What follows belongs to an exercise in optimizing a design on an open flow for small area; a production flow would make more cautious choices. RTL that was checked went through simulation tests only; none was proved equivalent to the original. No functional check of the RTL was part of run 2. Power figures rest on the tool's default switching activity, not on a simulated workload.

==> flow/design.v, too long to show whole: its modules and the start of the top module <==
// module cbcp_fa: 10 lines
// module cbcp_hai: 9 lines
// module cbcp_ha: 9 lines
// module cbcp_add: 34 lines
// module cbcp_sumsq: 2199 lines
// module complex_block_correlator_power_top: 233 lines
module complex_block_correlator_power_top #(
    parameter int SAMPLE_BITS = cbcp_pkg::SAMPLE_BITS_DEF
) (
    input  logic                                i_clk,
    input  logic                                i_rst_n,
    input  logic                                i_in_valid,
    output logic                                o_in_stall,
    input  logic signed [SAMPLE_BITS-1:0]       i_sample_real,
    input  logic signed [SAMPLE_BITS-1:0]       i_sample_imag,
    input  logic                                i_end_of_stream,
    output logic                                o_out_valid,
    input  logic                                i_out_stall,
    output logic [cbcp_pkg::BANK_BITS-1:0]      o_filter_index,
    output logic [cbcp_pkg::POWER_BITS-1:0]     o_block_power,
    output logic                                o_last_result
);
  // ...
==> flow/flow/run.sh <==
#!/bin/bash
set -e
export BUFFER_PORTS_ARGS="-buffer_cell sky130_fd_sc_hd__buf_1"
export CTS_ARGS="-sink_clustering_enable -repair_clock_nets -dont_use_dummy_load -sink_clustering_size 30 -sink_clustering_max_diameter 120 -buf_list {sky130_fd_sc_hd__clkbuf_8 sky130_fd_sc_hd__clkbuf_16}"
bash standard.sh > standard.log 2>&1
==> flow/standard.sh <==
#!/bin/bash
# synth_recipe.tcl (not shown) runs the flow's synth.tcl, then flattens the netlist and writes it again
# the make line also repeats each setting of config.mk as NAME=value (left out here)
make -C /OpenROAD-flow-scripts/flow DESIGN_CONFIG=/design/flow/config.mk WORK_HOME=/design/flow/orfs CLKGATE_MAP_FILE= SYNTH_SCRIPT=/design/flow/synth_recipe.tcl "${@:-finish}"
==> flow/config.mk <==
export PLATFORM = sky130hd
export DESIGN_NAME = complex_block_correlator_power_top
export DESIGN_NICKNAME = complex_block_correlator_power_top
export VERILOG_FILES = /design/flow/design.v
export SDC_FILE = /design/flow/constraint.sdc
export NUM_CORES = 4
export LEC_CHECK = 0
export CAP_MARGIN = 20
export CORE_MARGIN = 2
export CORE_UTILIZATION = 80
export CTS_BUF_LIST = sky130_fd_sc_hd__clkbuf_8 sky130_fd_sc_hd__clkbuf_16
export CTS_CLUSTER_DIAMETER = 120
export CTS_CLUSTER_SIZE = 30
export SLEW_MARGIN = 20
export SYNTH_HIERARCHICAL = 1
export SYNTH_MINIMUM_KEEP_SIZE = 0
==> flow/constraint.sdc <==
create_clock -name core_clock -period 10.0 [get_ports {i_clk}]
set_input_delay 2.0000 -clock core_clock [delete_from_list [all_inputs] [get_ports {i_clk}]]
set_output_delay 2.0000 -clock core_clock [all_outputs]
set_load 0.01 [all_outputs]
==> results.toml, run 1 <==
[outcome]
status = "complete, no violations"

[layout]
layout.nets = 3466
final_common_cell = "fa_1"
clkbuf_count = 20
top_regs = "r_acc3 x42, r_snap3 x42, r_out_half x41"
fill_cells = 2197
layout-drive-gt1-share_pct = 2.82
seq_share_pct = 32.9

[logic_synthesis]
synth-seq-cells = 442
yosysWarningCount = 7
syn_area_um2 = 33400
synth_top_family_by_area = "adder cells"
synthFlopType = "edfxtp_1"
synth_commonest_cells = "fa_1 (546), nand2_1 (442), and2_1 (261), edfxtp_1 (247), dfxtp_1 (195)"

[detailed_routing]
drcViolationCount = 0
vias = 20803
postRouteAntennaNets = 0

[floorplanning]
dieArea_um2 = 43300
pin_count = 86

[timing]
setup_tns_ns = 0
slew_violations = 0
fin_crit_ns = 9.66

[critical_path]
path_cells = "nor2b_1 -> xor2_1 -> and2_1 -> fa_1 -> fa_1 -> fa_1 -> fa_1 -> fa_1 -> fa_1 -> fa_1 -> fa_1 -> fa_1 -> fa_1 -> fa_1 -> fa_1 -> fa_1 -> fa_1 -> fa_1 -> fa_1 -> fa_1 -> fa_1 -> mux2i_1 -> o311ai_2 -> xnor2_1"
crit_type = "reg2reg"
slowest_delay_ns = 0.54

[clock_tree]
cts_buffer_depth = 3
cts_root_buf = "clkbuf_16"
cts_tree = "yes"
post_cts_resized = 0
clock_latency_ns = 0.61

[power_and_ir_drop]
p_comb_share_pct = 64.4
p_int_mw = 6.58
p_switching_mw = 4.96
switching_share_pct = 43.0

[global_route]
gr-max-usage-layer = "met2"
track_usage_pct = 36.2
grt_util_met3_pct = 8.95
grt_use_met2_pct = 57.6
grt_pass1_vias = 22512
overflow = 0

[place]
pre_cts_slack_ns = 0.516

[worst_hold_path]
min_to = "r_out_idx[1]"
==> inputs of run 2 (changes only) <==
--- a/flow/design.v
+++ b/flow/design.v
@@ -61,16 +61,23 @@
     input  logic a,
     input  logic b,
     output logic s,
     output logic co
 );
     assign s  = ~(a ^ b);
     assign co = a | b;
 endmodule
+module cbcp_xnor2 (
+    input  logic a,
+    input  logic b,
+    output logic y
+);
+    assign y = ~(a ^ b);
+endmodule
 module cbcp_ha (
     input  logic a,
     input  logic b,
     output logic s,
     output logic co
 );
     assign s  = a ^ b;
     assign co = a & b;
@@ -2040,18 +2047,20 @@
     cbcp_fa u_s1135 (.a(c1060), .b(s1061), .c(s989), .s(s1135), .co(c1136));
     cbcp_fa u_s1137 (.a(c1062), .b(s1063), .c(s993), .s(s1137), .co(c1138));
     cbcp_fa u_s1139 (.a(c1064), .b(s1065), .c(s997), .s(s1139), .co(c1140));
     cbcp_fa u_s1141 (.a(c1066), .b(s1067), .c(p417), .s(s1141), .co(c1142));
     cbcp_fa u_s1143 (.a(c1068), .b(s1069), .c(d420), .s(s1143), .co(c1144));
     assign r0 = {1'b1, c1144, c1142, c1140, c1138, c1136, c1134, c1132, c1130, c1128, c1126, c1124, c1122, c1120, c1118, c1116, c1114, c1112, c1110, c1108, c1106, c1104, c1102, c1100, c1098, c1096, c1094, c1092, c1090, c1088, c1086, c1084, c1082, c1080, c1078, c1076, c1074, c1072, s1071, 1'b1, d1};
     assign r1 = {1'b1, c1070, s1143, s1141, s1139, s1137, s1135, s1133, s1131, s1129, s1127, s1125, s1123, s1121, s1119, s1117, s1115, s1113, s1111, s1109, s1107, s1105, s1103, s1101, s1099, s1097, s1095, s1093, s1091, s1089, s1087, s1085, s1083, s1081, s1079, s1077, s1075, s1073, d231, 1'b1, d211};
     logic [40:0] g, p, c;
-    assign g = r0 & r1;
-    assign p = r0 ^ r1;
+    for (genvar i = 0; i < 41; i++) begin : g_pg
+        cbcp_ha u_pg (.a(r0[i]), .b(r1[i]), .s(p[i]), .co(g[i]));
+        cbcp_xnor2 u_s (.a(p[i]), .b(c[i]), .y(s[i]));
+    end
     logic bg1, bp1;
     assign bg1 = g[1] | (p[1] & (g[0] | p[0]));
     assign bp1 = 1'b0;
     logic bg2, bp2;
     assign bg2 = g[3] | (p[3] & g[2]);
     assign bp2 = p[3] & p[2];
     logic bg3, bp3;
     assign bg3 = g[5] | (p[5] & g[4]);
@@ -2302,17 +2311,16 @@
     assign c[33] = bg69;
     assign c[34] = bg52;
     assign c[35] = bg70;
     assign c[36] = bg44;
     assign c[37] = bg71;
     assign c[38] = bg53;
     assign c[39] = bg72;
     assign c[40] = bg40;
-    assign s = ~(p ^ c);
 endmodule
 `timescale 1ns / 1ps
 module complex_block_correlator_power_top #(
     parameter int SAMPLE_BITS = cbcp_pkg::SAMPLE_BITS_DEF
 ) (
     input  logic                                i_clk,
     input  logic                                i_rst_n,
     input  logic                                i_in_valid,
==> results.toml, run 2 <==
[global_route]
antenna_found_initial = 0
grt_max_degree = 81
overflow = 0
track_usage_pct = 35.8
grt_pass1_vias = 21963
grt_pass1_wl_um = 120000

[place]
io_buffers = 82
hpwl_um = 56200
gp_congestion = 0.933

[timing]
fin_crit_ns = 9.65
hold_violations = 0
max-slew-margin-rel_pct = 21.0
rsz0062_at_grt = "no"
whs_ns = 0.454
slew_violations = 0
fmax_mhz = 104
fin_crit_sh_pct = 96.5
setup_tns_ns = 0
setup_viol = 0
worst_pin_slew_ns = 1.17
finClkSkew_ns = 0.0370

[critical_path]
worstPathArrival_ns = 9.97
end_kind = "register"
rrSetupSlack_ns = 0.35
slowest_delay_ns = 0.54
path_common_cell = "fa_1"
cp_max_fo = 29
crit_slowest_cell = "dfxtp_4"
crit_type = "reg2reg"
critPathBufInv = 1
path_cells = "buf_4 -> nand2b_1 -> and2_1 -> fa_1 -> fa_1 -> fa_1 -> fa_1 -> fa_1 -> fa_1 -> fa_1 -> fa_1 -> fa_1 -> fa_1 -> fa_1 -> fa_1 -> fa_1 -> fa_1 -> fa_1 -> fa_1 -> fa_1 -> fa_1 -> fa_1"
crit_required_ns = 10.32
start_kind = "register"
crit_family = "adder cells"

[floorplanning]
die_h_um = 208
pin_count = 86
coreArea_um2 = 40900
std_cell_rows = 74
dieArea_um2 = 43200
die_w_um = 208
start_util_pct = 81.2

[logic_synthesis]
synth_commonest_cells = "fa_1 (528), nand2_1 (445), and2_1 (260), edfxtp_1 (247), dfxtp_1 (195)"
synthArstFlopShare_pct = 0
yosysTopAreaCell = "fa_1"
synthMostInstantiatedCell = "fa_1"
avgSynthCellArea_um2 = 11.9
synthXorXnorAreaFrac_pct = 6.88
synth-simple-area-share_pct = 12.2
synth_edf_count = 247
yosysWarningCount = 7
synth.top_cell.area_share_pct = 31.8
synth_compound_area_share_pct = 5.55
synth.distinct_cells = 59
synthFlopType = "edfxtp_1"
synth_cells = 2800
syn_area_um2 = 33200
synth_fa_ha_area_share_pct = 36.2
yosys-top-cells-area = "fa_1 (32%), edfxtp_1 (22%), dfxtp_1 (12%)"
seq_area_frac_synth_pct = 34.0
synth_top_family_by_area = "adder cells"
synth.mux.area_fraction_pct = 1.22
synth-seq-cells = 442

[layout]
diodes = 0
top_regs = "r_acc3 x42, r_snap3 x42, r_out_half x41"
multiInputGateArea_um2 = 20700
final_common_cell = "fa_1"
seq_area_um2 = 11300
layout.nets = 3444
layout-drive-gt1-share_pct = 2.72
mostFrequentLayoutCells = "fa_1 (528), nand2_1 (445), and2_1 (260)"
fill_cells = 2215
syn2layout_area_growth_pct = 2.91

[clock_tree]
cts.clk_slew.worst_paths_ns = 0.12
cts_tree = "yes"
clock_latency_ns = 0.58
cts_root_buf = "clkbuf_16"
cts_made_buffers = 19
cts_buffer_depth = 3
clock-sinks = 442
cts_max_level = 1

[worst_hold_path]
hp-class = "reg2reg"

[detailed_routing]
postRouteAntennaNets = 0
drtPass1Iterations = 8
vias = 20592
drcViolationCount = 0
wl_per_cell_um = 22.8
drt_iter0_markers = 2211
totalWireLength_um = 75100
viasPerCell = 6.25

[power_and_ir_drop]
ir_drop_mv = 0.510
power.leakage_nw = 13.4
p_per_area_nw_per_um2 = 349

[outcome]
status = "complete, no violations"

[flow_run]
maxCapViolations = 0
[run 2: changes by cell type after synthesis, sizes merged, moves of 4 or more]
cell,delta
a21o,+17
fa,-18
xnor2,+37
o21bai,-4
xor2,-15
inv,-36
o21a,-6
[run 2: per-module statistics from Yosys (local to each module, per instance), excerpt]
module                              cells inside  cell area [µm²]  flops+latches  copies in the design
cbcp_fa                                        1             20.0              0                   528
cbcp_ha                                        1             12.5              0                    41
cbcp_hai                                       5             27.5              0                    20
cbcp_sumsq                                   607             2530              0                     1
cbcp_xnor2                                     1             8.76              0                    41
complex_block_correlator_power_top          1445            18400            442                     1
[run 2: kinds of logic after synthesis]
logic type | after synthesis
other | 2
AO/OA/AOI/OAI | 260
XOR/XNOR | 261
flip-flops | 442
multiplexers | 40
adder cells (fa/ha/maj) | 644
buffers and inverters | 319
AND/OR/NAND/NOR | 832
[run 2: area by class of cell]
type | instances | area share (%)
clock buffer | 19 | 1.39
inverter | 141 | 1.55
timing repair buffer | 114 | 1.60
tap | 532 | 1.95
multi-input combinational | 2045 | 60.4
sequential | 442 | 33.1
[run 2: timing repair]
item / 4_1_cts / 5_1_grt
buffers inserted: 0 / 0
gates resized for setup: 0 / 3
hold endpoints to repair: 0 / 0
hold buffers: 0 / 0
setup endpoints to repair: 0 / 4
[run 2: metrics by stage]
step	cell area, µm²	utilization [%]	cells	setup WS (ns)	power (mW)
2_1_floorplan	33300	-	2806	1.02	9.01
5_1_grt	34200	83.6	3293	0.00585	12.8
4_1_cts	34200	83.6	3293	0.259	11.9
3_5_place_dp	33700	82.4	3274	0.314	11.0
6_report	34200	83.6	3293	0.350	12.0
3_3_place_gp	33700	82.4	3274	0.471	10.3
[run 2: path summary, 6_finish.rpt]
check / start / end / depth (start not counted)
setup / recovery: r_in_new / r_snap2[37] / 22
hold reg to reg: r_a_idx[1] / r_out_idx[1] / 0
hold / removal: r_a_idx[1] / r_out_idx[1] / 0
setup reg to reg: r_in_new / r_snap2[37] / 22
[run 2: routing by layer]
layer / wire length, µm / track usage (%) / vias up / part of all wire, %
met5: 0 / 0 / - / 0
met2: 35600 / 56.9 / 1151 / 47
met4: 2460 / 10.6 / 0 / 3.3
li1: - / - / 8874 / -
met1: 29400 / 50.9 / 10344 / 39
met3: 7660 / 7.69 / 223 / 10
[run 2: worst reg2reg max path: cells and delay by family (launching register included)]
kind	cells	cell delay, ns
adder cells (fa/ha/maj)	19	7.78
buffers and inverters	1	0.29
flip-flops	1	0.54
AND/OR/NAND/NOR	2	0.76
[run 2: where the power goes]
part | leakage, nW | internal, mW | switching [mW]
Combinational | 9.25 | 3.62 | 4.22
Sequential | 3.93 | 2.99 | 0.233
Clock | 0.234 | 0.344 | 0.546

[static timing again, ports no longer ideal]
The flow's constraints put no driver on any port. The routed layouts listed below were extracted and timed again, unchanged, in two steps. Step 1 sets driving cells, clkbuf_16 on the clock port and buf_2 on the other inputs (assumed; they add their load-dependent delay and slew). Step 2 also shifts input and output timing later by t, the mid clock arrival at the registers, as if the neighbouring blocks saw the same clock. Slacks: ideal / step 1 / step 2; pairs: ideal / step 1.
run	t (ns)	setup WS [ns]	worst data-port slew with drivers (ns)
run 1	0.613	0.338 / 0.338 / 0.338	0.04
run 2	0.614	0.350 / 0.350 / 0.350	0.04
After both steps setup and hold are still met in every run listed.
